Context: an optimization exercise on an open-source flow, tuned for small area. The choices shown serve that exercise and are no tape-out recipe. Only simulation tests tie the RTL to the original design; equivalence was not proved. No driver is modelled on the clock port, so clocking that relies on it looks cheaper here than on a real chip.

## delta
==> flow/design.v <==
package dev_pkg;
    typedef logic [31:0] addr_t;            
    typedef logic [31:0] data_t;            
    typedef logic [3:0]  be_t;              
    typedef logic [7:0]  page_t;            
    localparam page_t UART_PAGE = 8'hC0;    
    localparam page_t DSA_PAGE  = 8'hC4;    
    localparam logic [1:0] UART_REG_TX     = 2'd0;
    localparam logic [1:0] UART_REG_STATUS = 2'd1;
    localparam int DSA_WORDS = 16;
    typedef enum logic [1:0] {
        IDLE,                               
        START,                              
        DATA,                               
        STOP                                
    } uart_state_t;
endpackage
module dsa_port_bit (
    input  logic wr_i,
    input  logic wdata_i,
    input  logic prev_i,
    output logic d_o
);
    assign d_o = wr_i ? wdata_i : prev_i;
endmodule
module dsa_wr_en (
    input  logic pair_i,
    input  logic lane_i,
    input  logic clr_i,
    output logic wr_o
);
    assign wr_o = (pair_i & lane_i) | clr_i;
endmodule
module dev_rd_bit (
    input  logic [15:0] d_i,
    input  logic [15:0] sel_i,
    output logic        q_o
);
    logic [5:0] n;
    for (genvar g = 0; g < 5; g++) begin : g_aoi
        dev_rd_aoi3 i_aoi (
            .d_i   (d_i[3*g +: 3]),
            .sel_i (sel_i[3*g +: 3]),
            .n_o   (n[g])
        );
    end
    dev_rd_nand2 i_last (
        .a_i (d_i[15]),
        .b_i (sel_i[15]),
        .n_o (n[5])
    );
    dev_rd_or6n i_or (
        .n_i (n),
        .q_o (q_o)
    );
endmodule
module dev_rd_aoi3 (
    input  logic [2:0] d_i,
    input  logic [2:0] sel_i,
    output logic       n_o
);
    assign n_o = ~|(d_i & sel_i);
endmodule
module dev_rd_nand2 (
    input  logic a_i,
    input  logic b_i,
    output logic n_o
);
    assign n_o = ~(a_i & b_i);
endmodule
module dev_rd_or6n (
    input  logic [5:0] n_i,
    output logic       q_o
);
    logic all3;
    dev_rd_and3 i_and (
        .a_i (n_i[2:0]),
        .y_o (all3)
    );
    dev_rd_nand4 i_nand (
        .a_i ({n_i[5:3], all3}),
        .y_o (q_o)
    );
endmodule
module dev_rd_and3 (
    input  logic [2:0] a_i,
    output logic       y_o
);
    assign y_o = &a_i;
endmodule
module dev_rd_nand4 (
    input  logic [3:0] a_i,
    output logic       y_o
);
    assign y_o = ~&a_i;
endmodule
module dev_rd_sel (
    input  logic hi_i,
    input  logic lo_i,
    output logic sel_o
);
    assign sel_o = hi_i & lo_i;
endmodule
module dev_bus_top (
    input  logic           clk,
    input  logic           usr_reset,
    input  logic           wb_cyc_i,
    input  logic           wb_stb_i,
    input  logic           wb_we_i,
    input  dev_pkg::addr_t wb_adr_i,
    input  dev_pkg::be_t   wb_sel_i,
    input  dev_pkg::data_t wb_dat_i,
    output dev_pkg::data_t wb_dat_o,
    output logic           wb_ack_o,
    output logic           uart_tx_o
);
    logic       rst_act;
    logic [2:0] rst_idx;
    logic       rst;
    always_ff @(posedge clk) begin
        if (usr_reset) begin
            rst_act <= 1'b1;
            rst_idx <= 3'd7;
        end else begin
            rst_act <= rst_act & (rst_idx != 3'd0);
            rst_idx <= rst_idx - 3'd1;
        end
    end
    assign rst = usr_reset | rst_act;
    logic ack_q;
    logic req;
    logic hit_uart;
    logic hit_dsa;
    logic uart_tx_req;
    logic uart_busy;
    assign hit_uart    = (wb_adr_i[31:24] == dev_pkg::UART_PAGE);
    assign hit_dsa     = (wb_adr_i[31:24] == dev_pkg::DSA_PAGE);
    assign req         = wb_cyc_i & wb_stb_i & ~ack_q & ~rst;
    assign uart_tx_req = hit_uart & wb_we_i & (wb_adr_i[3:2] == dev_pkg::UART_REG_TX);
    always_ff @(posedge clk) begin
        ack_q <= req & ~(uart_tx_req & uart_busy);
    end
    assign wb_ack_o = ack_q;
    logic [9:0] tx_sr;
    logic [3:0] baud_cnt;
    logic       bit_end;
    logic       tx_wr;
    logic       tx_q;
    assign uart_busy = |tx_sr;
    assign bit_end   = (baud_cnt == 4'd15);
    assign tx_wr     = req & uart_tx_req & ~uart_busy;
    always_ff @(posedge clk) begin
        if (rst) begin
            tx_sr <= '0;
        end else if (tx_wr) begin
            tx_sr <= {1'b1, wb_dat_i[7:0], 1'b0};
        end else if (bit_end) begin
            tx_sr <= {1'b0, tx_sr[9:1]};
        end
    end
    always_ff @(posedge clk) begin
        baud_cnt <= uart_busy ? baud_cnt + 4'd1 : 4'd0;
        tx_q     <= rst | tx_sr[0] | ~(|tx_sr[9:1]);
    end
    assign uart_tx_o = tx_q;
    logic [31:0] slot_q [16];
    logic        phase;
    logic [31:0] wdata;
    logic        dsa_wr;
    assign phase  = rst_idx[0];
    assign dsa_wr = wb_cyc_i & wb_stb_i & hit_dsa & wb_we_i & (wb_adr_i[2] ^ phase);
    assign wdata  = rst_act ? 32'd0 : wb_dat_i;
    logic [31:0] even_d [8];                 
    for (genvar k = 0; k < 8; k++) begin : g_pair
        logic [3:0] wr;
        logic       pair_wr;
        assign pair_wr = dsa_wr & (wb_adr_i[5:3] == 3'(k));
        for (genvar b = 0; b < 4; b++) begin : g_lane
            dsa_wr_en i_wr (
                .pair_i (pair_wr),
                .lane_i (wb_sel_i[b]),
                .clr_i  (rst_act),
                .wr_o   (wr[b])
            );
            for (genvar i = 0; i < 8; i++) begin : g_bit
                dsa_port_bit i_bit (
                    .wr_i    (wr[b]),
                    .wdata_i (wdata[8*b + i]),
                    .prev_i  (slot_q[2*k+1][8*b + i]),
                    .d_o     (even_d[k][8*b + i])
                );
            end
        end
    end
    always_ff @(posedge clk) begin
        for (int k = 0; k < 8; k++) begin
            slot_q[2*k]   <= even_d[k];
            slot_q[2*k+1] <= slot_q[2*k];
        end
    end
    logic        dsa_rd_q;                  
    logic        stat_q;                    
    logic [3:0]  rd_slot;
    logic [15:0] rd_sel;
    logic [31:0] rd_data;
    always_ff @(posedge clk) begin
        dsa_rd_q <= hit_dsa & ~wb_we_i;
        stat_q   <= hit_uart & ~wb_we_i & (wb_adr_i[3:2] == dev_pkg::UART_REG_STATUS) & uart_busy;
    end
    assign rd_slot = {wb_adr_i[5:3], wb_adr_i[2] ^ phase};
    logic [3:0] rd_hi;                      
    logic [3:0] rd_lo;                      
    for (genvar j = 0; j < 4; j++) begin : g_rpre
        assign rd_hi[j] = dsa_rd_q & (rd_slot[3:2] == 2'(j));
        assign rd_lo[j] = (rd_slot[1:0] == 2'(j));
    end
    for (genvar q = 0; q < 16; q++) begin : g_rsel
        dev_rd_sel i_sel (
            .hi_i  (rd_hi[q / 4]),
            .lo_i  (rd_lo[q % 4]),
            .sel_o (rd_sel[q])
        );
    end
    for (genvar i = 0; i < 32; i++) begin : g_rd
        logic [15:0] col;
        for (genvar q = 0; q < 16; q++) begin : g_col
            assign col[q] = slot_q[q][i];
        end
        dev_rd_bit i_bit (
            .d_i   (col),
            .sel_i (rd_sel),
            .q_o   (rd_data[i])
        );
    end
    assign wb_dat_o = rd_data | {31'd0, stat_q};
endmodule
Settings: LEC_CHECK=0, CAP_MARGIN=20, CORE_MARGIN=2, CORE_UTILIZATION=60, SLEW_MARGIN=20, SYNTH_HIERARCHICAL=1, SYNTH_MINIMUM_KEEP_SIZE=0; clock period 4.0 ns.
standard.sh (not shown) runs the stock make flow with config.mk's settings and CLKGATE_MAP_FILE= SYNTH_SCRIPT=/design/flow/synth_recipe.tcl, a recipe that flattens the netlist after the stock synthesis.
==> flow/flow/run.sh <==
#!/bin/bash
# Standard synthesis, then every combinational cell down to its smallest
# variant (flow/downsize.py), then the standard layout with the extra make
# settings of flow/extra.txt (small port buffers, a clock tree of larger
# clusters, timing-driven placement that does not keep its trial buffers). Each step's output goes to its own log in the work folder.
set -euo pipefail
# Cells driving 24 or more loads get their drive-4 variant
FANOUT_SIZES="1000 24"
R=$PWD/orfs/results/$FLOW_PLATFORM/dev_bus_top/base
EXTRA=(REMOVE_ABC_BUFFERS=1)
if [[ -f flow/extra.txt ]]; then
  while IFS= read -r line; do [[ -n "$line" ]] && EXTRA+=("$line"); done < flow/extra.txt
fi
bash standard.sh $R/1_2_yosys.v > synth.log 2>&1
cp $R/1_2_yosys.v $R/1_2_yosys_std.v
python3 flow/downsize.py $FLOW_HOME/platforms/$FLOW_PLATFORM/lib/sky130_fd_sc_hd__tt_025C_1v80.lib \
    $FLOW_HOME/platforms/$FLOW_PLATFORM/config.mk $R/1_2_yosys_std.v $R/1_2_yosys.v ${FANOUT_SIZES:-} > downsize.log 2>&1
bash standard.sh "${EXTRA[@]}" finish > layout.log 2>&1
Other scripts of this flow, unchanged in this note and not shown: flow/flow/downsize.py, flow/flow/extra.txt
Setup changes, delta to xenon
-- flow/design.v --
<<< delta, line 73
    output logic       q_o
);
    logic all3;
    dev_rd_and3 i_and (
        .a_i (n_i[2:0]),
        .y_o (all3)
    );
    dev_rd_nand4 i_nand (
        .a_i ({n_i[5:3], all3}),
        .y_o (q_o)
    );
endmodule
module dev_rd_and3 (
    input  logic [2:0] a_i,
    output logic       y_o
);
    assign y_o = &a_i;
endmodule
module dev_rd_nand4 (
    input  logic [3:0] a_i,
    output logic       y_o
);
    assign y_o = ~&a_i;
endmodule
module dev_rd_sel (
>>> xenon, line 73
    output logic       q_o
);
    assign q_o = ~&n_i;
endmodule
module dev_rd_sel (
Notes after the runs:
- Comparing delta with xenon, the sequential share of layout area came out essentially unchanged.
- Share of cells above drive strength 1 came out exactly the same in xenon and delta.
- On cell count, xenon and delta are basically level.
- Compared with delta, final weighted congestion of routability-driven global placement in xenon increased by a few percent.
- xenon against delta: design area was more or less identical; via count of the first global-routing pass barely changed.

static timing again, ports no longer ideal:
Ports are ideal in the flow. The routed layouts listed here were re-timed in OpenROAD.
Step 1 sets driving cells, clkbuf_16 on the clock port and buf_2 on the other inputs (assumed; they add their load-dependent delay and slew).
Step 2 times the ports against the registers' clock, not the clock port: input delays grow and output delays shrink by t, the midpoint of the rising clock arrivals with the driver on.
a / b / c = no drivers / after step 1 / after step 2; a / b = the first two.
| run | shift t [ns] | setup slack, ns | worst slew at a driven data input, ns | cell pins on the clock port's net |
|---|---|---|---|---|
| delta | 0.583 | 0.244 / 0.224 / 0.225 | 0.07 | 1 |
| xenon | 0.591 | 0.241 / 0.218 / 0.218 | 0.10 | 1 |
After both steps every run listed still meets setup and hold. The setup slack of xenon, which loses most, moves by -0.023 ns with the drivers and by -0.023 ns with both steps.
